Background: an optimization exercise with open tools, aiming at small area, a short achievable clock period and few clock cycles per item. Do not read the settings as production practice. Function was checked by simulation only, so behaviour that the tests miss may differ from the original. No activity file was given, so power comes from the tool's default toggle rates.

`design/flow/constraint.sdc`:
```
create_clock -name core_clock -period 6.5 [get_ports {clk}]
set_input_delay 1.3000 -clock core_clock [delete_from_list [all_inputs] [get_ports {clk}]]
set_output_delay 1.3000 -clock core_clock [all_outputs]
set_load 0.01 [all_outputs]
```
`design/flow/run.sh`:
```
#!/bin/bash
# synth_recipe.tcl (not shown) runs the flow's synth.tcl, then flattens the netlist and writes it again
# the make line also repeats each setting of config.mk as NAME=value (left out here)
make -C /OpenROAD-flow-scripts/flow DESIGN_CONFIG=/design/flow/config.mk WORK_HOME=/design/flow/orfs CLKGATE_MAP_FILE= SYNTH_SCRIPT=/design/flow/synth_recipe.tcl finish
```
`design/flow/design.v`:
```
`default_nettype none
package fir_pkg;
	typedef logic signed [5-1:0] sample_t;  
	typedef logic signed [9-1:0] coef_t;    
	typedef logic signed [17-1:0] acc_t;      
	typedef enum logic [2:0] {
		PH_INIT,
		PH0,
		PH1,
		PH2,
		PH3,
		PH4
	} phase_t;
endpackage
`default_nettype wire
`default_nettype none
module fir_decimator_top
(
	input wire logic clk,
	input wire logic resetn,
	input wire logic in_valid,
	input wire fir_pkg::sample_t data_in,
	input wire logic out_credit,
	output logic in_credit,
	output logic out_valid,
	output fir_pkg::sample_t data_out
);
	logic [4:0] m1;              
	logic [6:0] m3;              
	logic [7:0] m5;              
	logic [4:0] selA;            
	logic [4:0] nph;             
	logic done1;                 
	logic done2;                 
	logic [4:0] hi_r, hi_nx;     
	logic k9_r, k9_nx;           
	logic pend;                  
	logic ov;
	logic [4:0] res;
	logic [4:0] res_nx;
	logic [1:0] ocred;           
	logic [2:0] owe;             
	logic [3:0] commit;          
	logic icr;
	logic fresh;               
	logic [4:0] u;
	logic [1:0] ocred_nx;
	logic [1:0] ocred_s;
	logic [3:0] commit_d;
	logic [2:0] owe_d;
	logic c_le8, c_le13;
	logic icr_nx;
	logic send;
	logic pend_nx;
	assign u = {~data_in[4], data_in[3:0]};
	logic [13:0] r10;
	assign r10 = ({14{selA[0]}} & 14'({5'(m1), 1'd0}))
		| ({14{selA[1]}} & 14'(5'(m1)))
		| ({14{selA[2]}} & 14'({5'(~m1), 1'd0}))
		| ({14{selA[3]}} & 14'(5'(~m1)))
		| ({14{selA[4]}} & 14'(5'(m1)));
	logic [13:0] r11;
	assign r11 = ({14{selA[0]}} & 14'({7'(m3), 2'd0}))
		| ({14{selA[1]}} & 14'({7'(m3), 2'd0}))
		| ({14{selA[3]}} & 14'({5'(~m1), 3'd0}));
	logic [13:0] r20;
	assign r20 = ({14{selA[0]}} & 14'({7'(m3), 6'd0}))
		| ({14{selA[1]}} & 14'({7'(m3), 5'd0}))
		| ({14{selA[3]}} & 14'({8'(~m5), 3'd0}))
		| ({14{selA[4]}} & 14'({5'(~m1), 4'd0}));
	logic [13:0] r21;
	assign r21 = ({14{selA[0]}} & 14'(5'(m1)))
		| ({14{selA[1]}} & 14'(7'(m3)))
		| ({14{selA[2]}} & 14'(7'(~m3)))
		| ({14{selA[3]}} & 14'(5'(m1)))
		| ({14{selA[4]}} & 14'({5'(m1), 1'd0}));
	logic [13:0] r30;
	assign r30 = ({14{selA[0]}} & 14'({5'(~m1), 4'd0}))
		| ({14{selA[1]}} & 14'({8'(~m5), 3'd0}))
		| ({14{selA[3]}} & 14'({7'(m3), 5'd0}))
		| ({14{selA[4]}} & 14'({7'(m3), 6'd0}));
	logic [13:0] r31;
	assign r31 = ({14{selA[0]}} & 14'({5'(m1), 1'd0}))
		| ({14{selA[1]}} & 14'(5'(m1)))
		| ({14{selA[2]}} & 14'(7'(~m3)))
		| ({14{selA[3]}} & 14'(7'(m3)))
		| ({14{selA[4]}} & 14'(5'(m1)));
	logic [10:0] r40;
	assign r40 = ({11{selA[0]}} & 11'(5'(m1)))
		| ({11{selA[1]}} & 11'(5'(~m1)))
		| ({11{selA[2]}} & 11'({5'(~m1), 1'd0}))
		| ({11{selA[3]}} & 11'(5'(m1)))
		| ({11{selA[4]}} & 11'({5'(m1), 1'd0}));
	logic [10:0] r41;
	assign r41 = ({11{selA[1]}} & 11'({5'(~m1), 3'd0}))
		| ({11{selA[3]}} & 11'({7'(m3), 2'd0}))
		| ({11{selA[4]}} & 11'({7'(m3), 2'd0}));
	logic [13:0] s1, as1, ns1;
	logic [13:1] c1, ac1, nc1;
	assign as1 = selA[0] ? (fresh ? 14'd13723 : s2) : s1;
	assign ac1 = selA[0] ? (fresh ? 13'd0 : c2) : c1;
	logic t1_1, t1_2, t1_3, t1_4, t1_5, t1_6, t1_7, t1_8, t1_9, t1_10, t1_11, t1_12, t1_13, t1_14, t1_15, t1_16;
	assign ns1[0] = as1[0] ^ r10[0];
	assign nc1[1] = as1[0] & r10[0];
	assign t1_1 = as1[1] ^ ac1[1] ^ r10[1];
	assign t1_2 = (as1[1] & ac1[1]) | (as1[1] & r10[1]) | (ac1[1] & r10[1]);
	assign ns1[1] = t1_1;
	assign nc1[2] = 1'b0;
	assign t1_3 = as1[2] ^ ac1[2] ^ r10[2];
	assign t1_4 = (as1[2] & ac1[2]) | (as1[2] & r10[2]) | (ac1[2] & r10[2]);
	assign ns1[2] = t1_3 ^ r11[2] ^ t1_2;
	assign nc1[3] = (t1_3 & r11[2]) | (t1_3 & t1_2) | (r11[2] & t1_2);
	assign t1_5 = as1[3] ^ ac1[3] ^ r10[3];
	assign t1_6 = (as1[3] & ac1[3]) | (as1[3] & r10[3]) | (ac1[3] & r10[3]);
	assign ns1[3] = t1_5 ^ r11[3] ^ t1_4;
	assign nc1[4] = (t1_5 & r11[3]) | (t1_5 & t1_4) | (r11[3] & t1_4);
	assign t1_7 = as1[4] ^ ac1[4] ^ r10[4];
	assign t1_8 = (as1[4] & ac1[4]) | (as1[4] & r10[4]) | (ac1[4] & r10[4]);
	assign ns1[4] = t1_7 ^ r11[4] ^ t1_6;
	assign nc1[5] = (t1_7 & r11[4]) | (t1_7 & t1_6) | (r11[4] & t1_6);
	assign t1_9 = as1[5] ^ ac1[5] ^ r10[5];
	assign t1_10 = (as1[5] & ac1[5]) | (as1[5] & r10[5]) | (ac1[5] & r10[5]);
	assign ns1[5] = t1_9 ^ r11[5] ^ t1_8;
	assign nc1[6] = (t1_9 & r11[5]) | (t1_9 & t1_8) | (r11[5] & t1_8);
	assign t1_11 = as1[6] ^ ac1[6] ^ r11[6];
	assign t1_12 = (as1[6] & ac1[6]) | (as1[6] & r11[6]) | (ac1[6] & r11[6]);
	assign ns1[6] = t1_11 ^ t1_10;
	assign nc1[7] = t1_11 & t1_10;
	assign t1_13 = as1[7] ^ ac1[7] ^ r11[7];
	assign t1_14 = (as1[7] & ac1[7]) | (as1[7] & r11[7]) | (ac1[7] & r11[7]);
	assign ns1[7] = t1_13 ^ t1_12;
	assign nc1[8] = t1_13 & t1_12;
	assign t1_15 = as1[8] ^ ac1[8] ^ r11[8];
	assign t1_16 = (as1[8] & ac1[8]) | (as1[8] & r11[8]) | (ac1[8] & r11[8]);
	assign ns1[8] = t1_15 ^ t1_14;
	assign nc1[9] = t1_15 & t1_14;
	assign ns1[9] = as1[9] ^ ac1[9] ^ t1_16;
	assign nc1[10] = (as1[9] & ac1[9]) | (as1[9] & t1_16) | (ac1[9] & t1_16);
	assign ns1[10] = as1[10] ^ ac1[10];
	assign nc1[11] = as1[10] & ac1[10];
	assign ns1[11] = as1[11] ^ ac1[11];
	assign nc1[12] = as1[11] & ac1[11];
	assign ns1[12] = as1[12] ^ ac1[12];
	assign nc1[13] = as1[12] & ac1[12];
	assign ns1[13] = as1[13] ^ ac1[13];
	logic [13:0] s2, as2, ns2;
	logic [13:1] c2, ac2, nc2;
	assign as2 = selA[0] ? (fresh ? 14'd7284 : s3) : s2;
	assign ac2 = selA[0] ? (fresh ? 13'd0 : c3) : c2;
	logic t2_1, t2_2, t2_3, t2_4, t2_5, t2_6, t2_7, t2_8, t2_9, t2_10, t2_11, t2_12, t2_13, t2_14, t2_15, t2_16, t2_17, t2_18, t2_19, t2_20, t2_21, t2_22, t2_23, t2_24;
	assign ns2[0] = as2[0] ^ r21[0];
	assign nc2[1] = as2[0] & r21[0];
	assign t2_1 = as2[1] ^ ac2[1] ^ r21[1];
	assign t2_2 = (as2[1] & ac2[1]) | (as2[1] & r21[1]) | (ac2[1] & r21[1]);
	assign ns2[1] = t2_1;
	assign nc2[2] = 1'b0;
	assign t2_3 = as2[2] ^ ac2[2] ^ r21[2];
	assign t2_4 = (as2[2] & ac2[2]) | (as2[2] & r21[2]) | (ac2[2] & r21[2]);
	assign ns2[2] = t2_3 ^ t2_2;
	assign nc2[3] = t2_3 & t2_2;
	assign t2_5 = as2[3] ^ ac2[3] ^ r20[3];
	assign t2_6 = (as2[3] & ac2[3]) | (as2[3] & r20[3]) | (ac2[3] & r20[3]);
	assign ns2[3] = t2_5 ^ r21[3] ^ t2_4;
	assign nc2[4] = (t2_5 & r21[3]) | (t2_5 & t2_4) | (r21[3] & t2_4);
	assign t2_7 = as2[4] ^ ac2[4] ^ r20[4];
	assign t2_8 = (as2[4] & ac2[4]) | (as2[4] & r20[4]) | (ac2[4] & r20[4]);
	assign ns2[4] = t2_7 ^ r21[4] ^ t2_6;
	assign nc2[5] = (t2_7 & r21[4]) | (t2_7 & t2_6) | (r21[4] & t2_6);
	assign t2_9 = as2[5] ^ ac2[5] ^ r20[5];
	assign t2_10 = (as2[5] & ac2[5]) | (as2[5] & r20[5]) | (ac2[5] & r20[5]);
	assign ns2[5] = t2_9 ^ r21[5] ^ t2_8;
	assign nc2[6] = (t2_9 & r21[5]) | (t2_9 & t2_8) | (r21[5] & t2_8);
	assign t2_11 = as2[6] ^ ac2[6] ^ r20[6];
	assign t2_12 = (as2[6] & ac2[6]) | (as2[6] & r20[6]) | (ac2[6] & r20[6]);
	assign ns2[6] = t2_11 ^ r21[6] ^ t2_10;
	assign nc2[7] = (t2_11 & r21[6]) | (t2_11 & t2_10) | (r21[6] & t2_10);
	assign t2_13 = as2[7] ^ ac2[7] ^ r20[7];
	assign t2_14 = (as2[7] & ac2[7]) | (as2[7] & r20[7]) | (ac2[7] & r20[7]);
	assign ns2[7] = t2_13 ^ t2_12;
	assign nc2[8] = t2_13 & t2_12;
	assign t2_15 = as2[8] ^ ac2[8] ^ r20[8];
	assign t2_16 = (as2[8] & ac2[8]) | (as2[8] & r20[8]) | (ac2[8] & r20[8]);
	assign ns2[8] = t2_15 ^ t2_14;
	assign nc2[9] = t2_15 & t2_14;
	assign t2_17 = as2[9] ^ ac2[9] ^ r20[9];
	assign t2_18 = (as2[9] & ac2[9]) | (as2[9] & r20[9]) | (ac2[9] & r20[9]);
	assign ns2[9] = t2_17 ^ t2_16;
	assign nc2[10] = t2_17 & t2_16;
	assign t2_19 = as2[10] ^ ac2[10] ^ r20[10];
	assign t2_20 = (as2[10] & ac2[10]) | (as2[10] & r20[10]) | (ac2[10] & r20[10]);
	assign ns2[10] = t2_19 ^ t2_18;
	assign nc2[11] = t2_19 & t2_18;
	assign t2_21 = as2[11] ^ ac2[11] ^ r20[11];
	assign t2_22 = (as2[11] & ac2[11]) | (as2[11] & r20[11]) | (ac2[11] & r20[11]);
	assign ns2[11] = t2_21 ^ t2_20;
	assign nc2[12] = t2_21 & t2_20;
	assign t2_23 = as2[12] ^ ac2[12] ^ r20[12];
	assign t2_24 = (as2[12] & ac2[12]) | (as2[12] & r20[12]) | (ac2[12] & r20[12]);
	assign ns2[12] = t2_23 ^ t2_22;
	assign nc2[13] = t2_23 & t2_22;
	assign ns2[13] = as2[13] ^ ac2[13] ^ t2_24;
	logic [13:0] s3, as3, ns3;
	logic [13:1] c3, ac3, nc3;
	assign as3 = selA[0] ? 14'((fresh ? 11'd845 : s4)) : s3;
	assign ac3 = selA[0] ? 13'((fresh ? 10'd0 : c4)) : c3;
	logic t3_1, t3_2, t3_3, t3_4, t3_5, t3_6, t3_7, t3_8, t3_9, t3_10, t3_11, t3_12, t3_13, t3_14, t3_15, t3_16, t3_17, t3_18, t3_19, t3_20, t3_21, t3_22, t3_23, t3_24;
	assign ns3[0] = as3[0] ^ r31[0];
	assign nc3[1] = as3[0] & r31[0];
	assign t3_1 = as3[1] ^ ac3[1] ^ r31[1];
	assign t3_2 = (as3[1] & ac3[1]) | (as3[1] & r31[1]) | (ac3[1] & r31[1]);
	assign ns3[1] = t3_1;
	assign nc3[2] = 1'b0;
	assign t3_3 = as3[2] ^ ac3[2] ^ r31[2];
	assign t3_4 = (as3[2] & ac3[2]) | (as3[2] & r31[2]) | (ac3[2] & r31[2]);
	assign ns3[2] = t3_3 ^ t3_2;
	assign nc3[3] = t3_3 & t3_2;
	assign t3_5 = as3[3] ^ ac3[3] ^ r30[3];
	assign t3_6 = (as3[3] & ac3[3]) | (as3[3] & r30[3]) | (ac3[3] & r30[3]);
	assign ns3[3] = t3_5 ^ r31[3] ^ t3_4;
	assign nc3[4] = (t3_5 & r31[3]) | (t3_5 & t3_4) | (r31[3] & t3_4);
	assign t3_7 = as3[4] ^ ac3[4] ^ r30[4];
	assign t3_8 = (as3[4] & ac3[4]) | (as3[4] & r30[4]) | (ac3[4] & r30[4]);
	assign ns3[4] = t3_7 ^ r31[4] ^ t3_6;
	assign nc3[5] = (t3_7 & r31[4]) | (t3_7 & t3_6) | (r31[4] & t3_6);
	assign t3_9 = as3[5] ^ ac3[5] ^ r30[5];
	assign t3_10 = (as3[5] & ac3[5]) | (as3[5] & r30[5]) | (ac3[5] & r30[5]);
	assign ns3[5] = t3_9 ^ r31[5] ^ t3_8;
	assign nc3[6] = (t3_9 & r31[5]) | (t3_9 & t3_8) | (r31[5] & t3_8);
	assign t3_11 = as3[6] ^ ac3[6] ^ r30[6];
	assign t3_12 = (as3[6] & ac3[6]) | (as3[6] & r30[6]) | (ac3[6] & r30[6]);
	assign ns3[6] = t3_11 ^ r31[6] ^ t3_10;
	assign nc3[7] = (t3_11 & r31[6]) | (t3_11 & t3_10) | (r31[6] & t3_10);
	assign t3_13 = as3[7] ^ ac3[7] ^ r30[7];
	assign t3_14 = (as3[7] & ac3[7]) | (as3[7] & r30[7]) | (ac3[7] & r30[7]);
	assign ns3[7] = t3_13 ^ t3_12;
	assign nc3[8] = t3_13 & t3_12;
	assign t3_15 = as3[8] ^ ac3[8] ^ r30[8];
	assign t3_16 = (as3[8] & ac3[8]) | (as3[8] & r30[8]) | (ac3[8] & r30[8]);
	assign ns3[8] = t3_15 ^ t3_14;
	assign nc3[9] = t3_15 & t3_14;
	assign t3_17 = as3[9] ^ ac3[9] ^ r30[9];
	assign t3_18 = (as3[9] & ac3[9]) | (as3[9] & r30[9]) | (ac3[9] & r30[9]);
	assign ns3[9] = t3_17 ^ t3_16;
	assign nc3[10] = t3_17 & t3_16;
	assign t3_19 = as3[10] ^ ac3[10] ^ r30[10];
	assign t3_20 = (as3[10] & ac3[10]) | (as3[10] & r30[10]) | (ac3[10] & r30[10]);
	assign ns3[10] = t3_19 ^ t3_18;
	assign nc3[11] = t3_19 & t3_18;
	assign t3_21 = as3[11] ^ ac3[11] ^ r30[11];
	assign t3_22 = (as3[11] & ac3[11]) | (as3[11] & r30[11]) | (ac3[11] & r30[11]);
	assign ns3[11] = t3_21 ^ t3_20;
	assign nc3[12] = t3_21 & t3_20;
	assign t3_23 = as3[12] ^ ac3[12] ^ r30[12];
	assign t3_24 = (as3[12] & ac3[12]) | (as3[12] & r30[12]) | (ac3[12] & r30[12]);
	assign ns3[12] = t3_23 ^ t3_22;
	assign nc3[13] = t3_23 & t3_22;
	assign ns3[13] = as3[13] ^ ac3[13] ^ t3_24;
	logic [10:0] s4, as4, ns4;
	logic [10:1] c4, ac4, nc4;
	assign as4 = selA[0] ? 11'd232 : s4;
	assign ac4 = selA[0] ? 10'd0 : c4;
	logic t4_1, t4_2, t4_3, t4_4, t4_5, t4_6, t4_7, t4_8, t4_9, t4_10, t4_11, t4_12, t4_13, t4_14, t4_15, t4_16;
	assign ns4[0] = as4[0] ^ r40[0];
	assign nc4[1] = as4[0] & r40[0];
	assign t4_1 = as4[1] ^ ac4[1] ^ r40[1];
	assign t4_2 = (as4[1] & ac4[1]) | (as4[1] & r40[1]) | (ac4[1] & r40[1]);
	assign ns4[1] = t4_1;
	assign nc4[2] = 1'b0;
	assign t4_3 = as4[2] ^ ac4[2] ^ r40[2];
	assign t4_4 = (as4[2] & ac4[2]) | (as4[2] & r40[2]) | (ac4[2] & r40[2]);
	assign ns4[2] = t4_3 ^ r41[2] ^ t4_2;
	assign nc4[3] = (t4_3 & r41[2]) | (t4_3 & t4_2) | (r41[2] & t4_2);
	assign t4_5 = as4[3] ^ ac4[3] ^ r40[3];
	assign t4_6 = (as4[3] & ac4[3]) | (as4[3] & r40[3]) | (ac4[3] & r40[3]);
	assign ns4[3] = t4_5 ^ r41[3] ^ t4_4;
	assign nc4[4] = (t4_5 & r41[3]) | (t4_5 & t4_4) | (r41[3] & t4_4);
	assign t4_7 = as4[4] ^ ac4[4] ^ r40[4];
	assign t4_8 = (as4[4] & ac4[4]) | (as4[4] & r40[4]) | (ac4[4] & r40[4]);
	assign ns4[4] = t4_7 ^ r41[4] ^ t4_6;
	assign nc4[5] = (t4_7 & r41[4]) | (t4_7 & t4_6) | (r41[4] & t4_6);
	assign t4_9 = as4[5] ^ ac4[5] ^ r40[5];
	assign t4_10 = (as4[5] & ac4[5]) | (as4[5] & r40[5]) | (ac4[5] & r40[5]);
	assign ns4[5] = t4_9 ^ r41[5] ^ t4_8;
	assign nc4[6] = (t4_9 & r41[5]) | (t4_9 & t4_8) | (r41[5] & t4_8);
	assign t4_11 = as4[6] ^ ac4[6] ^ r41[6];
	assign t4_12 = (as4[6] & ac4[6]) | (as4[6] & r41[6]) | (ac4[6] & r41[6]);
	assign ns4[6] = t4_11 ^ t4_10;
	assign nc4[7] = t4_11 & t4_10;
	assign t4_13 = as4[7] ^ ac4[7] ^ r41[7];
	assign t4_14 = (as4[7] & ac4[7]) | (as4[7] & r41[7]) | (ac4[7] & r41[7]);
	assign ns4[7] = t4_13 ^ t4_12;
	assign nc4[8] = t4_13 & t4_12;
	assign t4_15 = as4[8] ^ ac4[8] ^ r41[8];
	assign t4_16 = (as4[8] & ac4[8]) | (as4[8] & r41[8]) | (ac4[8] & r41[8]);
	assign ns4[8] = t4_15 ^ t4_14;
	assign nc4[9] = t4_15 & t4_14;
	assign ns4[9] = as4[9] ^ ac4[9] ^ t4_16;
	assign nc4[10] = (as4[9] & ac4[9]) | (as4[9] & t4_16) | (ac4[9] & t4_16);
	assign ns4[10] = as4[10] ^ ac4[10];
	assign hi_nx = s1[13:9] + c1[13:9];
	assign k9_nx = 10'({1'b0, s1[8:0]} + {1'b0, c1[8:1], 1'b0}) >> 9;
	assign res_nx = hi_r + 5'(k9_r) + 5'd4;
	always_ff @(posedge clk)
	begin
		s1 <= ns1;
		c1 <= nc1;
		s2 <= ns2;
		c2 <= nc2;
		s3 <= ns3;
		c3 <= nc3;
		s4 <= ns4;
		c4 <= nc4;
	end
	always_ff @(posedge clk, negedge resetn)
	begin
		if (!resetn)
			fresh <= 1'b1;
		else if (selA[0])
			fresh <= 1'b0;
	end
	assign out_valid = ov;
	assign data_out = res;
	assign in_credit = icr;
	assign send = ov;
	assign ocred_s = ocred - {1'b0, send};
	assign ocred_nx = out_credit ? ocred_s + 2'd1 : ocred_s;
	assign c_le8 = commit <= 4'd8;
	assign c_le13 = commit <= 4'd13;
	assign icr_nx = (owe != 3'd0) && (send ? (c_le13 || ocred[1]) : (c_le8 || ((ocred != 2'd0) && c_le13)));
	assign pend_nx = done2 || (pend && !send);
	assign owe_d = owe - {2'b0, icr_nx};
	assign commit_d = commit - (send ? 4'd5 : 4'd0) + {3'b0, icr_nx};
	always_ff @(posedge clk)
	begin
		m1 <= u;
		m3 <= {2'b0, u} + {1'b0, u, 1'b0};
		m5 <= {3'b0, u} + {1'b0, u, 2'b0};
		selA <= in_valid ? nph : 5'd0;
		ov <= pend_nx && (ocred_s != 2'd0);
		icr <= icr_nx;
		if (done1)
		begin
			hi_r <= hi_nx;
			k9_r <= k9_nx;
		end
		res <= res_nx;
	end
	always_ff @(posedge clk, negedge resetn)
	begin
		if (!resetn)
		begin
			nph <= 5'd1;
			done1 <= 1'b0;
			done2 <= 1'b0;
			pend <= 1'b0;
			ocred <= 2'd2;
			owe <= 3'd0;
			commit <= 4'd4;
		end
		else
		begin
			if (in_valid)
				nph <= {nph[3:0], nph[4]};
			done1 <= selA[4];
			done2 <= done1;
			pend <= pend_nx;
			ocred <= ocred_nx;
			owe <= in_valid ? owe_d + 3'd1 : owe_d;
			commit <= commit_d;
		end
	end
endmodule
`default_nettype wire
```
`design/flow/config.mk`:
```
export PLATFORM = sky130hd
export DESIGN_NAME = fir_decimator_top
export DESIGN_NICKNAME = fir_decimator_top
export VERILOG_FILES = /design/flow/design.v
export SDC_FILE = /design/flow/constraint.sdc
export NUM_CORES = 4
export LEC_CHECK = 0
export ABC_AREA = 1
export CAP_MARGIN = 20
export CORE_MARGIN = 2
export CORE_UTILIZATION = 40
export SETUP_SLACK_MARGIN = 4.3
export SLEW_MARGIN = 20
```
==> reports/qor.txt, run 1 <==
share of layout cells above drive strength 1 -> 12.44%
fin crit share -> 34.18%
largest net degree at the start of global routing -> 68
unique cell type count in the Yosys netlist -> 35
# IOs -> 16
DP Worst Slack -> 3529 ps
# diodes -> 0
max-cap viol count -> 0
Mapped Avg Cell Area -> 9.161 sq um
status -> finished clean
clock transition at the registers of the reported paths -> 60 ps
clk latency of the worst-skew pair -> 430 ps
Final Setup Violations -> 0
worst-margin pin slew -> 794.0 ps
final count of hold timing violations -> 0
clk_skew -> 10.09 ps
critical path launch point type -> flip-flop
placeable core region -> 0.01933 sq mm
1st-pass router iterations -> 6
switching pwr -> 1.498 mW
CTS Hold Buffers Added -> 0
synthesized net count -> 985
Iter 0 DRT Violations -> 512
maximum clock frequency -> 450.1 MHz
Yosys warning count -> 1
initial antenna violation count -> 0
Worst EP arrival -> 2540 ps
gr ovfl total -> 0
commonest non-fill, non-tap cell in the layout -> inv_1
All-Layer GR Usage -> 17.60%
chip height -> 144.1 microns
share of the synthesized area in the top cell type -> 32.38%
Worst EP required -> 6820 ps
DRC Markers -> 0
total power -> 4.068 mW
Final ANT Viol Nets -> 0
sequential share of the synthesized area -> 40.48%
clk buf depth -> 2
Layout fillers -> 1829
register area -> 0.003196 sq mm
Initial Utilization -> 40.61%
min setup slack post-route -> 4278 ps
most frequent cells in the layout -> inv_1, nand2_1, dfxtp_1
Max-slew headroom -> 46.90%
IO Port Bufs -> 15
DR WL/cell -> 14.51 microns
Max stage delay on crit path -> 550 ps
Flop pwr share -> 37.1%
P&R area growth vs syn -> 16.02%
Clk pwr share -> 22.9%
row count -> 51
most used cell along the critical path -> fa_1
Setup crit end kind -> flip-flop
Critical Path Fanout Max -> 34
Synth area leader -> dfxtp_1
worst reg-to-reg setup slack -> 4280 ps
final setup TNS -> 0 ps
Slew Limit Fails -> 0
Root Buffer -> clkbuf_16
gpl congestion -> 0.9232
kind of critical path -> flip-flop to flip-flop
Switching Fraction -> 36.82%
post-synthesis cell count -> 857
Pint -> 2.570 mW
Logic pwr share -> 40.1%
Clock H-tree levels -> 4
Pwr Density -> 446.6 mW/mm^2
vias per cell -> 4.799
Util after Layout -> 47.11%
Die ar. -> 0.02076 sq mm
Final #Nets -> 1015
Max VDD drop -> 0.0002377 V
critical path's slowest cell -> fa_1
crit path cell chain -> buf_12, nand2_1, o211ai_1, a21oi_1, fa_1, fa_1, inv_1
CTS Buf Count -> 17
vias in the first global route -> 5486
HP Class -> flip-flop to flip-flop
RSZ-0062 raised after global routing -> yes
CTS tree -> yes
CTS sink count -> 151
leakage power -> 4.422 nW
width of the die -> 144.1 microns
DRT Wirelength -> 16910 microns
global-route wire length before repair -> 27860 microns
footprint of the multi-input gates -> 0.003926 sq mm
synth top area cells -> dfxtp_1, fa_1, ha_1
Detailed Place HPWL -> 11600 microns
Vias -> 5591
Mapped Area -> 0.007851 sq mm
flops & latches, synth -> 151
minimum clock period -> 2222 ps
## layer usage
layer	global-route usage, %	up-vias	routed length [microns]
met5	0	-	0
li1	-	2793	-
met3	3.874	32	965
met1	25.21	2582	8115
met4	6.502	0	310
met2	26.12	184	7513
## synth_stat cells
cell	number
a22o_1	3
a21oi_1	28
o22ai_2	10
inv_1	179
nor2_4	1
ha_1	61
nor2_1	36
dfstp_2	4
nand3_1	33
a21o_1	3
buf_2	17
and3_1	1
dfxtp_1	127
nand3b_1	2
o221ai_1	1
a21boi_0	1
clkbuf_2	1
fa_1	58
o211ai_1	7
a22oi_1	7
inv_2	2
buf_6	2
edfxtp_1	6
and2_1	1
dfrtp_1	14
xor2_1	1
xnor2_1	13
o22ai_1	20
nand4_1	11
o21ai_0	49
or2_2	6
o2111ai_1	1
nand2_1	144
clkbuf_1	5
buf_4	2
## power by group through the flow
stage / Sequential, mW / Clock [mW] / Combinational [mW]
after CTS: 1.51 / 0.952 / 1.62
after global routing: 1.55 / 0.997 / 1.97
final: 1.51 / 0.930 / 1.63
after global placement: 1.52 / 0 / 1.51
after floorplan: 1.48 / 0 / 1.23
after detailed placement: 1.52 / 0 / 1.59
## final cells by class
type	instances	share of cell area [%]
Clock inverter	11	0.9753
Timing Repair inverter	2	0.2473
Multi-Input combinational cell	499	43.10
Clock buffer	21	5.288
Timing Repair Buffer	35	3.942
Inverter	181	7.720
Sequential cell	151	35.08
Tap cell	265	3.640
## state kept, by name (all words and copies together) (netlist names), 9 cells and up
signal  flops
c1         12
c2         12
c3         12
c4          9
s1         14
s2         14
s3         14
s4         11
## critical path, delay by kind of cell, from the launching register on
kind / cells / cell delay, ps
and+or+nand+nor: 1 / 120
AOI/OAI and AO/OA: 2 / 360
adders and majority gates: 2 / 1050
DFF: 1 / 360
buffers and inverters: 2 / 200
## repair_timing
| action | 4_1_cts | 5_1_grt |
|---|---|---|
| setup buffers | 3 | 13 |
| setup endpoints to repair | 86 | 35 |
| gates cloned | 4 | 1 |
| pin swaps | 2 | 4 |
| resized for setup | 61 | 29 |
## final timing paths
kind	endpoint	cells after the start	startpoint
worst min-delay path	res[4]	1	hi_r[4]
max in group asynchronous	ocred[0]	1	resetn
worst max register to register	s2[6]	7	selA[0]
worst max-delay path	s2[6]	7	selA[0]
worst min register to register	res[4]	1	hi_r[4]
min in group asynchronous	nph[3]	1	resetn
## cell families after synthesis
| kind of cell | Yosys count | share of synthesized area, % |
|---|---|---|
| XOR/XNOR | 14 | 1.562 |
| adder cells (fa/ha/maj) | 119 | 24.51 |
| AO/OA/AOI/OAI | 130 | 10.37 |
| flip-flops | 151 | 40.48 |
| AND/OR/NAND/NOR | 235 | 12.56 |
| buffers and inverters | 208 | 10.52 |
## through the flow
step	cell area (sq um)	hold slack, ps	cells
floorplan	7869	331.0	857
global route	9109	475.7	1165
global placement	8220	436.6	1112
detailed placement	8220	437.8	1112
finish	9109	442.6	1165
CTS	8926	446.5	1151
Testbench counts, summed over its fixed seeds: cycles 12,024, results 2,400.
==> run 2, diff against run 1 <==
--- a/design/flow/config.mk
+++ b/design/flow/config.mk
@@ -11,3 +11,3 @@
 export CORE_UTILIZATION = 40
-export SETUP_SLACK_MARGIN = 4.3
+export SETUP_SLACK_MARGIN = 4.27
 export SLEW_MARGIN = 20
==> run 2 against run 1 <==
Still clean on timing, DRC and antenna; first-iteration DRC count shrank 18%; synthesized cell count is the same; clock skew shrank 1.4 ps; non-clock buffer count shrank 4; via count grew 0.63%; critical path type unchanged; highest routed layer unchanged.
==> reports/qor.txt, run 2 <==
largest net degree at the start of global routing -> 35 (was 68)
final count of hold timing violations -> 0 (unchanged)
clk_skew -> 8.716 ps (was 10.09 ps)
Slew Limit Fails -> 0 (unchanged)
CTS Hold Buffers Added -> 0 (unchanged)
chip height -> 144.1 microns (unchanged)
kind of critical path -> flip-flop to flip-flop (unchanged)
Util after Layout -> 47.13% (was 47.11%)
gpl congestion -> 0.9433 (was 0.9232)
global-route wire length before repair -> 27950 microns (was 27860 microns)
placeable core region -> 0.01933 sq mm (unchanged)
most frequent cells in the layout -> inv_1, nand2_1, dfxtp_1 (unchanged)
Clock H-tree levels -> 4 (unchanged)
Synth top cells by count -> inv_1, nand2_1, dfxtp_1, ha_1, fa_1 (unchanged)
most used routing layer -> met2 (unchanged)
Pwr Density -> 453.1 mW/mm^2 (was 446.6 mW/mm^2)
CTS Buf Count -> 17 (unchanged)
max-cap viol count -> 0 (unchanged)
Final ANT Viol Nets -> 0 (unchanged)
Initial Utilization -> 40.61% (unchanged)
synthesized net count -> 985 (unchanged)
Min Hold Slack -> 445.7 ps (was 442.6 ps)
Yosys warning count -> 1 (unchanged)
number of synthesized flops with an enable pin -> 6 (unchanged)
worst reg-to-reg setup slack -> 4280 ps (about the same)
Final #Nets -> 1013 (was 1015)
1st-pass router iterations -> 6 (unchanged)
Die ar. -> 0.02076 sq mm (unchanged)
P&R area growth vs syn -> 16.06% (was 16.02%)
Mapped Avg Cell Area -> 9.161 sq um (unchanged)
M2 GR Usage -> 26.99% (was 26.12%)
minimum clock period -> 2215 ps (was 2222 ps)
row count -> 51 (unchanged)
status -> finished clean (unchanged)
HP Class -> flip-flop to flip-flop (unchanged)
share of the synthesized area in the top cell type -> 32.38% (unchanged)
synth top area cells -> dfxtp_1, fa_1, ha_1 (unchanged)
# diodes -> 0 (unchanged)
unique cell type count in the Yosys netlist -> 35 (unchanged)
sequential share of the synthesized area -> 40.48% (unchanged)
flops & latches, synth -> 151 (unchanged)
M3 GR Usage -> 3.510% (was 3.874%)
Detailed Place HPWL -> 11610 microns (was 11600 microns)
All-Layer GR Usage -> 17.81% (was 17.60%)
final setup TNS -> 0 ps (unchanged)
vias per cell -> 4.837 (was 4.799)
Synth area leader -> dfxtp_1 (unchanged)
Root Buffer -> clkbuf_16 (unchanged)
min setup slack post-route -> 4285 ps (was 4278 ps)
most instantiated library cell after synthesis -> inv_1 (unchanged)
share of layout cells above drive strength 1 -> 11.25% (was 12.44%)
DRT Wirelength -> 17100 microns (was 16910 microns)
initial antenna violation count -> 0 (unchanged)
# IOs -> 16 (unchanged)
maximum clock frequency -> 451.4 MHz (was 450.1 MHz)
GR Util met1 -> 24.65% (was 25.21%)
Setup crit end kind -> flip-flop (unchanged)
RSZ-0062 raised after global routing -> yes (unchanged)
clock transition at the registers of the reported paths -> 60 ps (about the same)
fin crit share -> 34.08% (was 34.18%)
Vias -> 5626 (was 5591)
commonest non-fill, non-tap cell in the layout -> inv_1 (unchanged)
Layout fillers -> 1837 (was 1829)
width of the die -> 144.1 microns (unchanged)
gr ovfl total -> 0 (unchanged)
Mapped Area -> 0.007851 sq mm (unchanged)
vias in the first global route -> 5515 (was 5486)
Worst EP required -> 6830 ps (was 6820 ps)
CTS tree -> yes (unchanged)
clk buf depth -> 2 (unchanged)
Final Setup Violations -> 0 (unchanged)
Max VDD drop -> 0.0002522 V (was 0.0002377 V)
Critical Path Fanout Max -> 13 (was 34)
clk latency of the worst-skew pair -> 420 ps (was 430 ps)
critical path launch point type -> flip-flop (unchanged)
DRC Markers -> 0 (unchanged)
Max-slew headroom -> 44.65% (was 46.90%)
Worst EP arrival -> 2540 ps (about the same)
Iter 0 DRT Violations -> 420 (was 512)
IO Port Bufs -> 15 (unchanged)
leakage power -> 4.436 nW (was 4.422 nW)
Post-synth ARST share -> 11.92% (unchanged)
post-synthesis cell count -> 857 (unchanged)
largest registers -> s1 x14, s2 x14, s3 x14 (unchanged)
DP Worst Slack -> 3500 ps (was 3529 ps)
DR WL/cell -> 14.70 microns (was 14.51 microns)
CTS sink count -> 151 (unchanged)
worst-margin pin slew -> 827.6 ps (was 794.0 ps)
Main synth FF type -> dfxtp_1 (unchanged)
[run 2: worst max-delay path, stage by stage, from the launching register on]
cell,delay [ps]
dfxtp_4,400
inv_4,90
nor2_4,110
buf_12,150
inv_12,50
o22ai_1,140
inv_1,80
fa_1,490
fa_1,550
inv_1,40
[run 2: per-layer routing]
layer  share of wire, %  vias to the layer above  wire length, microns
met3                5.3                       38                   901
met2                 45                      175                  7623
met5                  0                        -                     0
met4                2.9                        0                   492
li1                   -                     2765                     -
met1                 47                     2648                  8083
[run 2: where the power goes]
group,switching (mW),internal (mW)
logic,0.928,0.688
clock network,0.399,0.609
registers,0.170,1.33
total,1.50,2.63
[run 2: through the flow]
| step | total power [mW] | area (sq um) | std cells |
|---|---|---|---|
| floorplan | 2.704 | 7856 | 857 |
| global placement | 3.030 | 8208 | 1112 |
| detailed placement | 3.109 | 8208 | 1112 |
| CTS | 4.153 | 8954 | 1151 |
| global route | 4.547 | 9112 | 1163 |
| finish | 4.129 | 9112 | 1163 |
[run 2: layout make-up]
| class | instances | area, sq um | share of cell area (%) |
|---|---|---|---|
| multi-input combinational | 499 | 3908 | 42.88 |
| inverter | 181 | 698.2 | 7.662 |
| sequential | 151 | 3197 | 35.08 |
| clock inverter | 13 | 168.9 | 1.854 |
| tap | 265 | 331.6 | 3.639 |
| clock buffer | 19 | 432.9 | 4.751 |
| timing repair inverter | 4 | 41.29 | 0.4531 |
| timing repair buffer | 31 | 335.3 | 3.680 |
[run 2: worst paths after layout]
check | from | to | depth (start not counted)
worst min register to register | hi_r[4] | res[4] | 1
worst max register to register | selA[0] | s2[6] | 9
worst min-delay path | hi_r[4] | res[4] | 1
worst max-delay path | selA[0] | s2[6] | 9
max in group asynchronous | resetn | pend | 1
min in group asynchronous | resetn | nph[3] | 1
[run 2: kinds of logic (layout without fill, tap and decap cells)]
kind of cell               Yosys count  after routing  share of synthesized area [%]
buffers and inverters              208            248                          10.52
DFF                                151            151                          40.48
AOI/OAI and AO/OA                  130            130                          10.37
xor gates and xnor gates            14             14                          1.562
adders and majority gates          119            119                          24.51
and+or+nand+nor                    235            236                          12.56
[run 2: repair_timing]
action,CTS,global route
setup endpoints to repair,87,38
pin swaps,1,5
cloned,4,4
gates resized for setup,59,26
buffers inserted,3,8
==> run 3, diff against run 2 <==
--- a/design/flow/config.mk
+++ b/design/flow/config.mk
@@ -7,3 +7,2 @@
 export LEC_CHECK = 0
-export ABC_AREA = 1
 export CAP_MARGIN = 20
@@ -11,2 +10,3 @@
 export CORE_UTILIZATION = 40
+export CTS_BUF_LIST = sky130_fd_sc_hd__clkbuf_8
 export SETUP_SLACK_MARGIN = 4.27
==> run 3 against run 2 <==
Still clean on timing, DRC and antenna; global-route usage rose by 0.79 points; combinational power fell by 77%; synthesized cell count fell by 19%; design area fell by 2.3%; clock skew rose by 6.3 ps; largest power group is now registers; highest routed layer unchanged.
==> reports/qor.txt, run 3 <==
Yosys warning count -> 1 (unchanged)
CP bufs+invs -> 1 (was 5)
CTS tree -> yes (unchanged)
post-synthesis cell count -> 693 (was 857)
CP delay by family, top -> flip-flops (was adder cells)
Max stage delay on crit path -> 360 ps (was 550 ps)
chip height -> 141.0 microns (was 144.1 microns)
CTS sink count -> 151 (unchanged)
Final Cell Area -> 0.008901 sq mm (was 0.009112 sq mm)
Main synth FF type -> dfxtp_1 (unchanged)
crit path cell chain -> buf_6 (was inv_4, nor2_4, buf_12, inv_12, o22ai_1, inv_1, fa_1, fa_1, inv_1)
Synth area leader -> dfxtp_1 (unchanged)
most frequent cells in the layout -> dfxtp_1, inv_1, nand2_1 (was inv_1, nand2_1, dfxtp_1)
commonest non-fill, non-tap cell in the layout -> dfxtp_1 (was inv_1)
Mapped Area -> 0.007510 sq mm (was 0.007851 sq mm)
Pwr Density -> 247.3 mW/mm^2 (was 453.1 mW/mm^2)
vias in the first global route -> 5393 (was 5515)
global-route wire length before repair -> 28360 microns (was 27950 microns)
largest registers -> s1 x14, s2 x14, s3 x14 (unchanged)
Slew Limit Fails -> 0 (unchanged)
CTS Buf Count -> 17 (unchanged)
synthesized net count -> 821 (was 985)
number of synthesized flops with an enable pin -> 6 (unchanged)
DRT Wirelength -> 17730 microns (was 17100 microns)
largest net degree at the start of global routing -> 30 (was 35)
Detailed Place HPWL -> 11560 microns (was 11610 microns)
fin crit share -> 34.28% (was 34.08%)
status -> finished clean (unchanged)
# diodes -> 0 (unchanged)
min setup slack post-route -> 4272 ps (was 4285 ps)
unique cell type count in the Yosys netlist -> 47 (was 35)
Critical Path Fanout Max -> 2 (was 13)
clk_skew -> 15.02 ps (was 8.716 ps)
placed cell area -> 0.007861 sq mm (was 0.008208 sq mm)
most instantiated library cell after synthesis -> dfxtp_1 (was inv_1)
width of the die -> 141.0 microns (was 144.1 microns)
clk buf depth -> 2 (unchanged)
minimum clock period -> 2228 ps (was 2215 ps)
Max VDD drop -> 0.0002588 V (was 0.0002522 V)
RSZ-0062 raised after global routing -> yes (unchanged)
Final ANT Viol Nets -> 0 (unchanged)
final count of hold timing violations -> 0 (unchanged)
Max-slew headroom -> 47.60% (was 44.65%)
DRC Markers -> 0 (unchanged)
final setup TNS -> 0 ps (unchanged)
total power -> 2.201 mW (was 4.129 mW)
Setup crit end kind -> output port (was flip-flop)
initial antenna violation count -> 0 (unchanged)
Cell Count, Final, Fillers Out -> 979 (was 1163)
max-cap viol count -> 0 (unchanged)
1st-pass router iterations -> 5 (was 6)
vias per cell -> 5.295 (was 4.837)
HP Class -> flip-flop to flip-flop (unchanged)
Min Hold Slack -> 457.2 ps (was 445.7 ps)
row count -> 50 (was 51)
Die ar. -> 0.01989 sq mm (was 0.02076 sq mm)
DP Worst Slack -> 3296 ps (was 3500 ps)
P&R area growth vs syn -> 18.53% (was 16.06%)
gpl congestion -> 0.8582 (was 0.9433)
Final #Nets -> 860 (was 1013)
kind of critical path -> flip-flop to output port (was flip-flop to flip-flop)
Iter 0 DRT Violations -> 475 (was 420)
Mapped Avg Cell Area -> 10.84 sq um (was 9.161 sq um)
sequential share of the synthesized area -> 42.32% (was 40.48%)
flops & latches, synth -> 151 (unchanged)
share of layout cells above drive strength 1 -> 19.19% (was 11.25%)
IO Port Bufs -> 15 (unchanged)
gr ovfl total -> 0 (unchanged)
dpl cells -> 913 (was 1112)
Vias -> 5184 (was 5626)
clk latency of the worst-skew pair -> 460 ps (was 420 ps)
All-Layer GR Usage -> 18.60% (was 17.81%)
Root Buffer -> clkbuf_8 (was clkbuf_16)
maximum clock frequency -> 448.8 MHz (was 451.4 MHz)
# IOs -> 16 (unchanged)
worst-margin pin slew -> 783.5 ps (was 827.6 ps)
Initial Utilization -> 40.42% (was 40.61%)
critical path launch point type -> flip-flop (unchanged)
Post-synth ARST share -> 11.92% (unchanged)
critical path's slowest cell -> dfxtp_4 (was fa_1)
clock transition at the registers of the reported paths -> 90 ps (was 60 ps)
placeable core region -> 0.01858 sq mm (was 0.01933 sq mm)
synth top area cells -> dfxtp_1, fa_1, ha_1 (unchanged)
Clock H-tree levels -> 4 (unchanged)
Util after Layout -> 47.91% (was 47.13%)
Worst EP required -> 5200 ps (was 6830 ps)
Synth top cells by count -> dfxtp_1, inv_1, nand2_1, ha_1, fa_1 (was inv_1, nand2_1, dfxtp_1, ha_1, fa_1)
share of the synthesized area in the top cell type -> 33.86% (was 32.38%)
Final Setup Violations -> 0 (unchanged)
Worst EP arrival -> 930 ps (was 2540 ps)
leakage power -> 4.259 nW (was 4.436 nW)
DR WL/cell -> 18.11 microns (was 14.70 microns)
[run 3: what timing repair did]
action	in CTS	in global routing
hold buffers	0	0
pin swaps	12	37
setup endpoints to repair	101	49
buffers inserted	15	11
resized for setup	80	39
gates cloned	7	1
[run 3: area by class of cell]
cell class / count / area [sq um]
multi-input combinational: 431 / 4058
clock inverter: 14 / 160.2
inverter: 78 / 309.0
fill: 1660 / 9679
timing repair buffer: 53 / 635.6
tap: 234 / 292.8
sequential: 151 / 3198
clock buffer: 18 / 247.7
[run 3: logic make-up (layout without fill, tap and decap cells)]
kind of cell	after synthesis	in the layout	synth area share [%]
XOR/XNOR	26	26	3.032
buffers and inverters	112	163	6.098
adder cells (fa/ha/maj)	119	119	25.62
multiplexers	7	7	1.033
AND/OR/NAND/NOR	138	139	8.714
flip-flops	151	151	42.32
AO/OA/AOI/OAI	140	140	13.18
[run 3: power breakdown]
part	internal, mW	total (mW)	switching [mW]
sequential	1.03	1.10	0.0715
combinational	0.197	0.371	0.173
clock	0.332	0.732	0.400
total	1.56	2.20	0.645
[run 3: worst reg2reg max path: stages (launching register included)]
cell and delay (ps):
dfstp_2 570, nor2_4 80, buf_6 130, buf_16 130
a22o_1 200, fa_1 520, fa_1 480
[run 3: per-layer routing]
layer | vias up | track usage, % | wire (microns)
li1 | 2428 | - | -
met1 | 2562 | 24.76 | 7854
met2 | 163 | 29.91 | 8414
met3 | 31 | 3.940 | 1136
met4 | 0 | 7.105 | 319
met5 | - | 0 | 0
[run 3: final timing paths]
kind | endpoint | cells after the start | startpoint | slack [ps]
max in group asynchronous | done1 | 1 | resetn | 4720
worst max-delay path | out_valid | 1 | ov | 4270
min in group asynchronous | nph[4] | 1 | resetn | 1290
worst min-delay path | res[4] | 1 | hi_r[4] | 460
worst max register to register | s1[5] | 6 | fresh | 4280
worst min register to register | res[4] | 1 | hi_r[4] | 460
==> run 4, diff against run 3 <==
--- a/design/flow/config.mk
+++ b/design/flow/config.mk
@@ -10,4 +10,3 @@
 export CORE_UTILIZATION = 40
-export CTS_BUF_LIST = sky130_fd_sc_hd__clkbuf_8
-export SETUP_SLACK_MARGIN = 4.27
+export SETUP_SLACK_MARGIN = 4.31
 export SLEW_MARGIN = 20
==> run 4 against run 3 <==
Still clean; sequential power is essentially flat; power is 8.9% higher; first-iteration DRC count shrank 8.0%; sequential cell count is the same; critical path type is now flip-flop to flip-flop; largest power group unchanged.
==> reports/qor.txt, run 4 <==
status -> finished clean (unchanged)
leakage power -> 4.274 nW (was 4.259 nW)
clk_skew -> 10.01 ps (was 15.02 ps)
Detailed Place HPWL -> 11800 microns (was 11560 microns)
total power -> 2.397 mW (was 2.201 mW)
DRT Wirelength -> 18120 microns (was 17730 microns)
critical path's slowest cell -> fa_2 (was dfxtp_4)
Root Buffer -> clkbuf_16 (was clkbuf_8)
synthesized net count -> 821 (unchanged)
maximum clock frequency -> 439.7 MHz (was 448.8 MHz)
kind of critical path -> flip-flop to flip-flop (was flip-flop to output port)
Synth area leader -> dfxtp_1 (unchanged)
RSZ-0062 raised after global routing -> yes (unchanged)
row count -> 50 (unchanged)
Mapped Area -> 0.007510 sq mm (unchanged)
largest net degree at the start of global routing -> 30 (unchanged)
Initial Utilization -> 40.42% (unchanged)
most instantiated library cell after synthesis -> dfxtp_1 (unchanged)
worst hold endpoint -> res[4] (unchanged)
gpl congestion -> 0.8785 (was 0.8582)
post-synthesis cell count -> 693 (unchanged)
Critical Path Fanout Max -> 6 (was 2)
synth top area cells -> dfxtp_1, fa_1, ha_1 (unchanged)
Synth top cells by count -> dfxtp_1, inv_1, nand2_1, ha_1, fa_1 (unchanged)
CTS sink count -> 151 (unchanged)
placed cell area -> 0.007854 sq mm (was 0.007861 sq mm)
P&R area growth vs syn -> 19.93% (was 18.53%)
final count of hold timing violations -> 0 (unchanged)
Final #Nets -> 860 (unchanged)
Setup crit end kind -> flip-flop (was output port)
DRC Markers -> 0 (unchanged)
IO Port Bufs -> 15 (unchanged)
vias in the first global route -> 5448 (was 5393)
Post-synth ARST share -> 11.92% (unchanged)
max-cap viol count -> 0 (unchanged)
Final Setup Violations -> 0 (unchanged)
Max stage delay on crit path -> 560 ps (was 360 ps)
cells on worst reg2reg path -> 8 (was 6)
worst-margin pin slew -> 803.8 ps (was 783.5 ps)
Clock H-tree levels -> 4 (unchanged)
Layout fillers -> 1633 (was 1660)
number of synthesized flops with an enable pin -> 6 (unchanged)
Die ar. -> 0.01989 sq mm (unchanged)
worst r2r src -> selA[0] (was fresh)
min-delay src -> hi_r[4] (unchanged)
DR WL/cell -> 18.51 microns (was 18.11 microns)
CTS tree -> yes (unchanged)
largest registers -> s1 x14, s2 x14, s3 x14 (unchanged)
commonest non-fill, non-tap cell in the layout -> dfxtp_1 (unchanged)
Hold Path Depth -> 1 (unchanged)
Pwr Density -> 266.2 mW/mm^2 (was 247.3 mW/mm^2)
clk buf depth -> 2 (unchanged)
chip height -> 141.0 microns (unchanged)
flops & latches, synth -> 151 (unchanged)
Max-slew headroom -> 46.25% (was 47.60%)
Final Cell Area -> 0.009006 sq mm (was 0.008901 sq mm)
Min Hold Slack -> 455.0 ps (was 457.2 ps)
Mapped Avg Cell Area -> 10.84 sq um (unchanged)
CTS Buf Count -> 17 (unchanged)
Yosys warning count -> 1 (unchanged)
minimum clock period -> 2274 ps (was 2228 ps)
Vias -> 5246 (was 5184)
clk latency of the worst-skew pair -> 430 ps (was 460 ps)
# IOs -> 16 (unchanged)
share of layout cells above drive strength 1 -> 19.73% (was 19.19%)
sequential share of the synthesized area -> 42.32% (unchanged)
# diodes -> 0 (unchanged)
fin crit share -> 34.99% (was 34.28%)
All-Layer GR Usage -> 19.06% (was 18.60%)
vias per cell -> 5.359 (was 5.295)
HP Class -> flip-flop to flip-flop (unchanged)
placeable core region -> 0.01858 sq mm (unchanged)
clock transition at the registers of the reported paths -> 70 ps (was 90 ps)
crit path cell chain -> buf_12, inv_4, nor2_4, buf_12, a22oi_2, fa_2, inv_1, fa_2 (was buf_6)
Iter 0 DRT Violations -> 437 (was 475)
share of the synthesized area in the top cell type -> 33.86% (unchanged)
unique cell type count in the Yosys netlist -> 47 (unchanged)
Final ANT Viol Nets -> 0 (unchanged)
final setup TNS -> 0 ps (unchanged)
most frequent cells in the layout -> dfxtp_1, inv_1, nand2_1 (unchanged)
width of the die -> 141.0 microns (unchanged)
1st-pass router iterations -> 5 (unchanged)
worst reg-to-reg setup slack -> 4230 ps (was 4280 ps)
gr ovfl total -> 0 (unchanged)
critical path launch point type -> flip-flop (unchanged)
global-route wire length before repair -> 28820 microns (was 28360 microns)
initial antenna violation count -> 0 (unchanged)
Max VDD drop -> 0.0002962 V (was 0.0002588 V)
Worst EP required -> 6870 ps (was 5200 ps)
Slew Limit Fails -> 0 (unchanged)
Worst EP arrival -> 2650 ps (was 930 ps)
Main synth FF type -> dfxtp_1 (unchanged)
worst r2r dst -> s2[5] (was s1[5])
run 4: cell counts after synthesis:
Identical to the previous run, type by type.
run 4: cell type report:
type / instances / area, sq um / area share (%)
tap: 234 / 292.8 / 3.251
sequential: 151 / 3198 / 35.51
multi-input combinational: 432 / 4095 / 45.47
timing repair buffer: 51 / 570.5 / 6.335
timing repair inverter: 1 / 7.507 / 0.08336
inverter: 78 / 299.0 / 3.320
clock buffer: 20 / 446.7 / 4.960
clock inverter: 12 / 96.34 / 1.070
run 4: kinds of logic (layout without fill, tap and decap cells):
logic type | count (synthesis) | count (layout) | synth area share, %
flip-flops | 151 | 151 | 42.32
AO/OA/AOI/OAI | 140 | 140 | 13.18
AND/OR/NAND/NOR | 138 | 140 | 8.714
adder cells (fa/ha/maj) | 119 | 119 | 25.62
buffers and inverters | 112 | 162 | 6.098
XOR/XNOR | 26 | 26 | 3.032
multiplexers | 7 | 7 | 1.033
run 4: layer usage:
| metal | track usage [%] | share of wire (%) |
|---|---|---|
| met5 | 0 | 0 |
| met1 | 25.13 | 44 |
| met3 | 4.382 | 6.7 |
| met2 | 29.47 | 45 |
| met4 | 9.842 | 4.0 |
run 4: critical path: cells and delay by family, from the launching register on:
family	cells	cell delay [ps]
adders and majority gates	2	1100
buffers and inverters	4	410
AOI/OAI and AO/OA	1	80
and+or+nand+nor	1	240
DFF	1	390
run 4: what timing repair did:
action | 4_1_cts | 5_1_grt
gates cloned | 8 | 1
hold buffers | 0 | 0
setup endpoints to repair | 105 | 41
buffers inserted | 22 | 4
pin swaps | 8 | 28
gates resized for setup | 76 | 45
run 4: where the power goes:
group / total, mW / leakage [nW] / internal [mW] / switching (mW)
Clock: 0.900 / 0.254 / 0.503 / 0.398
Sequential: 1.10 / 1.32 / 1.03 / 0.0757
Combinational: 0.394 / 2.70 / 0.208 / 0.186
run 4: metrics by stage:
stage	worst slack (ps)	utilization, %	std cells
final	4226	48.47	979
after global routing	4189	48.47	979
after CTS	4258	47.56	974
after detailed placement	3316	42.27	912
after global placement	3386	42.27	912
after floorplan	4247	-	693
run 4: how the worst max path moves through the flow:
stage	start	endpoint	slack (ps)	depth (start not counted)
finish	selA[0]	s2[5]	4230	8
global route	selA[0]	s4[3]	4190	8
CTS	selA[0]	s1[4]	4260	9
detailed placement	selA[0]	s2[5]	3320	8
global placement	selA[0]	s1[3]	3390	8
floorplan	data_in[0]	m3[5]	4250	7
==> run 5, diff against run 4 <==
--- a/design/flow/config.mk
+++ b/design/flow/config.mk
@@ -10,3 +10,4 @@
 export CORE_UTILIZATION = 40
-export SETUP_SLACK_MARGIN = 4.31
+export PLACE_DENSITY = 0.75
+export SETUP_SLACK_MARGIN = 4.27
 export SLEW_MARGIN = 20
==> run 5 against run 4 <==
Core utilization fell by 0.38 points; register-to-register slack improved by 70 ps; worst hold slack got worse by 6.1 ps; largest cell class unchanged; highest routed layer unchanged; die area did not move; worst setup slack improved by 71 ps; still clean on timing, DRC and antenna; largest power group unchanged; final cell count fell by 0.41%; critical path type unchanged.
==> reports/qor.txt, run 5 <==
post-synthesis mux area share -> 1.033% (unchanged)
dpl cells -> 911 (was 912)
clock transition at the registers of the reported paths -> 70 ps (about the same)
clk latency of the worst-skew pair -> 430 ps (about the same)
Slew Limit Fails -> 0 (unchanged)
final setup TNS -> 0 ps (unchanged)
vias in the first global route -> 5249 (was 5448)
Final ANT Viol Nets -> 0 (unchanged)
RSZ-0062 raised after global routing -> yes (unchanged)
CTS Buf Count -> 17 (unchanged)
kind of critical path -> flip-flop to flip-flop (unchanged)
fin crit share -> 33.89% (was 34.99%)
minimum clock period -> 2203 ps (was 2274 ps)
initial antenna violation count -> 0 (unchanged)
post-synthesis cell count -> 693 (unchanged)
# diodes -> 0 (unchanged)
vias per cell -> 5.451 (was 5.359)
adder-cell share of the synthesized area -> 25.62% (unchanged)
DRT Wirelength -> 17400 microns (was 18120 microns)
status -> finished clean (unchanged)
Max VDD drop -> 0.0002264 V (was 0.0002962 V)
final count of hold timing violations -> 0 (unchanged)
CTS sink count -> 151 (unchanged)
most instantiated library cell after synthesis -> dfxtp_1 (unchanged)
Mapped Area -> 0.007510 sq mm (unchanged)
DRC Markers -> 0 (unchanged)
commonest non-fill, non-tap cell in the layout -> dfxtp_1 (unchanged)
critical path launch point type -> flip-flop (unchanged)
global-route wire length before repair -> 27500 microns (was 28820 microns)
Die ar. -> 0.01989 sq mm (unchanged)
sequential share of the synthesized area -> 42.32% (unchanged)
number of synthesized flops with an enable pin -> 6 (unchanged)
All-Layer GR Usage -> 18.00% (was 19.06%)
IO Port Bufs -> 15 (unchanged)
Compound-Gate Fraction of Synth Area -> 13.18% (unchanged)
Initial Utilization -> 40.42% (unchanged)
share of the synthesized area in the top cell type -> 33.86% (unchanged)
row count -> 50 (unchanged)
Vias -> 5315 (was 5246)
Synth top cells by count -> dfxtp_1, inv_1, nand2_1, ha_1, fa_1 (unchanged)
worst-margin pin slew -> 796.0 ps (was 803.8 ps)
Synth Area in XOR/XNOR -> 3.032% (unchanged)
Iter 0 DRT Violations -> 771 (was 437)
critical path's slowest cell -> fa_1 (was fa_2)
P&R area growth vs syn -> 18.98% (was 19.93%)
Final Setup Violations -> 0 (unchanged)
DR WL/cell -> 17.84 microns (was 18.51 microns)
flops & latches, synth -> 151 (unchanged)
total power -> 2.378 mW (was 2.397 mW)
share of layout cells above drive strength 1 -> 17.41% (was 19.73%)
gr ovfl total -> 0 (unchanged)
Main synth FF type -> dfxtp_1 (unchanged)
Worst EP required -> 6830 ps (was 6870 ps)
# IOs -> 16 (unchanged)
1st-pass router iterations -> 8 (was 5)
Root Buffer -> clkbuf_16 (unchanged)
Post-Synth Simple-Gate Area -> 8.714% (unchanged)
Worst EP arrival -> 2540 ps (was 2650 ps)
clk_skew -> 9.857 ps (was 10.01 ps)
HP Class -> flip-flop to flip-flop (unchanged)
width of the die -> 141.0 microns (unchanged)
leakage power -> 4.284 nW (was 4.274 nW)
Max stage delay on crit path -> 500 ps (was 560 ps)
maximum clock frequency -> 454.0 MHz (was 439.7 MHz)
Final #Nets -> 856 (was 860)
Critical Path Fanout Max -> 7 (was 6)
Max-slew headroom -> 46.77% (was 46.25%)
Clock H-tree levels -> 4 (unchanged)
Pwr Density -> 266.2 mW/mm^2 (about the same)
Synth area leader -> dfxtp_1 (unchanged)
worst reg-to-reg setup slack -> 4300 ps (was 4230 ps)
synth top area cells -> dfxtp_1, fa_1, ha_1 (unchanged)
chip height -> 141.0 microns (unchanged)
unique cell type count in the Yosys netlist -> 47 (unchanged)
max-cap viol count -> 0 (unchanged)
placeable core region -> 0.01858 sq mm (unchanged)
largest registers -> s1 x14, s2 x14, s3 x14 (unchanged)
largest net degree at the start of global routing -> 30 (unchanged)
Yosys warning count -> 1 (unchanged)
Cell Count, Final, Fillers Out -> 975 (was 979)
CTS tree -> yes (unchanged)
clk buf depth -> 2 (unchanged)
Setup crit end kind -> flip-flop (unchanged)
gpl congestion -> 0.9583 (was 0.8785)
largest family of logic cells by synthesized area -> adder cells (unchanged)
crit path cell chain -> buf_12, inv_6, buf_12, o22ai_1, and3b_2, fa_1, fa_1, inv_1 (was buf_12, inv_4, nor2_4, buf_12, a22oi_2, fa_2, inv_1, fa_2)
Detailed Place HPWL -> 10610 microns (was 11800 microns)
most frequent cells in the layout -> dfxtp_1, inv_1, nand2_1 (unchanged)
synthesized net count -> 821 (unchanged)
Mapped Avg Cell Area -> 10.84 sq um (unchanged)
Post-synth ARST share -> 11.92% (unchanged)
[run 5: cell counts after synthesis]
No cell type changed its count.
[run 5: per-stage QoR]
stage / cell area (sq um) / utilization, % / hold slack (ps) / setup WS [ps]
finish: 8935 / 48.09 / 448.9 / 4297
global route: 8935 / 48.09 / 469.7 / 4225
CTS: 8745 / 47.06 / 453.6 / 4273
detailed placement: 7846 / 42.23 / 444.7 / 3257
global placement: 7846 / 42.23 / 435.6 / 3347
floorplan: 7541 / - / 341.6 / 4247
[run 5: area by class of cell]
type | instances | area, sq um
sequential | 151 | 3199
clock inverter | 15 | 143.9
clock buffer | 17 | 425.4
tap | 234 | 292.8
multi-input combinational | 433 | 4066
inverter | 78 | 305.3
timing repair buffer | 47 | 501.7
fill | 1592 | 9646
[run 5: final timing paths]
check	start	endpoint	cells after the start
max	selA[0]	s3[6]	8
min	hi_r[4]	res[4]	1
max reg2reg	selA[0]	s3[6]	8
min reg2reg	hi_r[4]	res[4]	1
max in group asynchronous	resetn	done2	1
min in group asynchronous	resetn	nph[2]	1
[run 5: worst max-delay path: cells and delay by family (launching register included)]
kind	cells	cell delay, ps
adder cells (fa/ha/maj)	2	980
flip-flops	1	360
buffers and inverters	4	350
AND/OR/NAND/NOR	1	250
AO/OA/AOI/OAI	1	140
[run 5: power by group]
part,switching (mW),internal (mW),total [mW]
Clock,0.407,0.533,0.940
Sequential,0.0732,1.03,1.10
Combinational,0.159,0.180,0.339
[run 5: layer usage]
metal | wire [microns] | track usage [%] | vias to the layer above
li1 | - | - | 2419
met1 | 7205 | 23.54 | 2517
met2 | 7822 | 27.45 | 293
met3 | 1503 | 4.857 | 86
met4 | 864 | 9.368 | 0
met5 | 0 | 0 | -
[run 5: timing repair]
item | CTS | global route
endpoints found under the setup margin | 102 | 24
hold buffers | 0 | 0
resized for setup | 61 | 34
buffers inserted | 16 | 9
cloned | 6 | 1
pin swaps | 1 | 20
[run 5: kinds of logic after synthesis]
group / count (synthesis)
xor+xnor: 26
compound gates: 140
flops: 151
buf+inv: 112
fa+ha+maj: 119
mux: 7
simple gates: 138
==> run 6, diff against run 5 <==
--- a/design/flow/config.mk
+++ b/design/flow/config.mk
@@ -7,7 +7,6 @@
 export LEC_CHECK = 0
-export CAP_MARGIN = 20
+export CAP_MARGIN = 5
 export CORE_MARGIN = 2
 export CORE_UTILIZATION = 40
-export PLACE_DENSITY = 0.75
 export SETUP_SLACK_MARGIN = 4.27
-export SLEW_MARGIN = 20
+export SLEW_MARGIN = 5
==> run 6 against run 5 <==
Still clean on timing, DRC and antenna; combinational power rose by 8.6%; wire length rose by 0.99%; worst hold slack improved by 4.5 ps; design area rose by 0.15%; clock power rose by 4.9%; maximum frequency fell by 0.16%; core utilization rose by 0.074 points; register-to-register slack barely moved; critical endpoint unchanged; highest routed layer unchanged.
==> reports/qor.txt, run 6 <==
Max VDD drop -> 0.0002717 V (was 0.0002264 V)
Detailed Place HPWL -> 11560 microns (was 10610 microns)
Setup crit end kind -> flip-flop (unchanged)
DRC Markers -> 0 (unchanged)
routed wl met3 -> 1011 microns (was 1503 microns)
unique cell type count in the Yosys netlist -> 47 (unchanged)
max-cap viol count -> 0 (unchanged)
Initial Utilization -> 40.42% (unchanged)
synthesized net count -> 821 (unchanged)
clk buf depth -> 2 (unchanged)
worst hold endpoint -> res[4] (unchanged)
worst r2r src -> selA[0] (unchanged)
clock transition at the registers of the reported paths -> 70 ps (about the same)
IO Port Bufs -> 15 (unchanged)
Layout fillers -> 1666 (was 1592)
initial antenna violation count -> 0 (unchanged)
Vias -> 5153 (was 5315)
status -> finished clean (unchanged)
total power -> 2.453 mW (was 2.378 mW)
gpl congestion -> 0.8582 (was 0.9583)
worst-margin pin slew -> 782.3 ps (was 796.0 ps)
final count of hold timing violations -> 0 (unchanged)
Main synth FF type -> dfxtp_1 (unchanged)
met2 WL -> 8189 microns (was 7822 microns)
Yosys warning count -> 1 (unchanged)
Pwr Density -> 274.1 mW/mm^2 (was 266.2 mW/mm^2)
DRT Wirelength -> 17570 microns (was 17400 microns)
RSZ-0062 raised after global routing -> yes (unchanged)
sequential share of the synthesized area -> 42.32% (unchanged)
vias in the first global route -> 5365 (was 5249)
largest registers -> s1 x14, s2 x14, s3 x14 (unchanged)
largest net degree at the start of global routing -> 30 (unchanged)
vias per cell -> 5.301 (was 5.451)
Die ar. -> 0.01989 sq mm (unchanged)
CP bufs+invs -> 4 (unchanged)
Synth top cells by count -> dfxtp_1, inv_1, nand2_1, ha_1, fa_1 (unchanged)
Post-synth ARST share -> 11.92% (unchanged)
DP Worst Slack -> 3296 ps (was 3257 ps)
Final ANT Viol Nets -> 0 (unchanged)
CTS Buf Count -> 17 (unchanged)
Clock H-tree levels -> 4 (unchanged)
post-synthesis cell count -> 693 (unchanged)
Iter 0 DRT Violations -> 582 (was 771)
Root Buffer -> clkbuf_16 (unchanged)
DR WL/cell -> 18.07 microns (was 17.84 microns)
Hold Path Depth -> 1 (unchanged)
fin crit share -> 33.95% (was 33.89%)
min-delay src -> hi_r[4] (unchanged)
met1 wire length -> 8030 microns (was 7205 microns)
gr ovfl total -> 0 (unchanged)
flops & latches, synth -> 151 (unchanged)
leakage power -> 4.304 nW (was 4.284 nW)
global-route wire length before repair -> 28300 microns (was 27500 microns)
maximum clock frequency -> 453.2 MHz (was 454.0 MHz)
Final #Nets -> 853 (was 856)
min setup slack post-route -> 4294 ps (was 4297 ps)
# diodes -> 0 (unchanged)
Synth area leader -> dfxtp_1 (unchanged)
CP delay by family, top -> adder cells (unchanged)
number of synthesized flops with an enable pin -> 6 (unchanged)
synth top area cells -> dfxtp_1, fa_1, ha_1 (unchanged)
placeable core region -> 0.01858 sq mm (unchanged)
crit path cell chain -> buf_12, inv_4, buf_12, o22ai_2, and3b_2, fa_1, fa_1, inv_1 (was buf_12, inv_6, buf_12, o22ai_1, and3b_2, fa_1, fa_1, inv_1)
critical path launch point type -> flip-flop (unchanged)
clk latency of the worst-skew pair -> 430 ps (about the same)
width of the die -> 141.0 microns (unchanged)
share of layout cells above drive strength 1 -> 16.53% (was 17.41%)
top sig layer -> met4 (unchanged)
Util after Layout -> 48.16% (was 48.09%)
Worst EP arrival -> 2530 ps (was 2540 ps)
Critical Path Fanout Max -> 8 (was 7)
-- run 6: changes by cell type in the layout (fill, tap and decap cells not counted), moves of 3 or more --
cell and change:
buf_4 -5, inv_8 +4, buf_6 +3, clkinv_4 -3, o21ai_1 +3
-- run 6: area by class of cell --
class | instances | area (sq um) | share of cell area, %
Multi-Input combinational cell | 431 | 4005 | 44.76
Sequential cell | 151 | 3196 | 35.71
Timing Repair Buffer | 46 | 556.8 | 6.222
Clock buffer | 18 | 439.2 | 4.908
Inverter | 78 | 299.0 | 3.342
Tap cell | 234 | 292.8 | 3.272
Clock inverter | 14 | 160.2 | 1.790
-- run 6: worst max-delay path by stage --
stage                    start     to  cells after the start
floorplan           data_in[0]  m3[5]                      7
global placement       selA[0]  s2[6]                      8
detailed placement     selA[0]  s2[6]                      8
CTS                    selA[0]  s3[6]                      8
global route           selA[0]  s2[5]                      8
finish                 selA[0]  s3[6]                      8
-- run 6: per-stage QoR --
step	hold slack (ps)	area (sq um)	instances
after global placement	438.6	7861	913
final	453.5	8949	972
after detailed placement	437.2	7861	913
after floorplan	341.6	7541	693
after CTS	456.9	8818	966
after global routing	468.0	8949	972
-- run 6: logic make-up after synthesis --
kind of cell	Yosys count	share of synthesized area [%]
DFF	151	42.32
buffers and inverters	112	6.098
adders and majority gates	119	25.62
muxes	7	1.033
xor gates and xnor gates	26	3.032
and+or+nand+nor	138	8.714
AOI/OAI and AO/OA	140	13.18
-- run 6: what timing repair did --
item | CTS | global route
hold buffers | 0 | 0
setup endpoints to repair | 101 | 30
gates resized for setup | 69 | 27
buffers inserted | 15 | 5
cloned | 6 | 1
pin swaps | 1 | 17
-- run 6: power breakdown --
| part | internal, mW | switching [mW] |
|---|---|---|
| combinational | 0.195 | 0.173 |
| sequential | 1.03 | 0.0730 |
| clock | 0.557 | 0.429 |
| total | 1.78 | 0.675 |
-- run 6: worst reg2reg max path, stage by stage (launching register included) --
cell and delay, ps:
dfxtp_4 360, buf_12 120, inv_4 70, buf_12 140, o22ai_2 150, and3b_2 250
fa_1 490, fa_1 490, inv_1 40
-- run 6: layer usage --
metal	global-route usage (%)	vias up
met5	0	-
met4	6.526	0
met3	4.620	24
met2	29.29	168
met1	25.01	2548
li1	-	2413

-- separate check: timing with driven ports --
The flow's constraints put no driver on any port. The routed layouts listed below were extracted and timed again, unchanged, in two steps.
Step 1 sets driving cells, clkbuf_16 on the clock port and buf_2 on the other inputs (assumed; they add their load-dependent delay and slew).
Step 2 times the ports against the registers' clock, not the clock port: input delays grow and output delays shrink by t, the midpoint of the rising clock arrivals with the driver on.
Slacks: ideal ports / drivers / drivers and shift; pairs: ideal ports / drivers.
| run | shift t [ns] | slack for setup (ns) |
|---|---|---|
| run 1 | 0.465 | 4.278 / 4.267 / 3.943 |
| run 2 | 0.465 | 4.285 / 4.260 / 3.961 |
| run 3 | 0.490 | 4.272 / 4.234 / 3.842 |
| run 4 | 0.471 | 4.226 / 4.226 / 3.922 |
| run 5 | 0.471 | 4.297 / 4.268 / 3.888 |
| run 6 | 0.462 | 4.294 / 4.274 / 3.895 |
After both steps setup and hold are still met in every run listed.
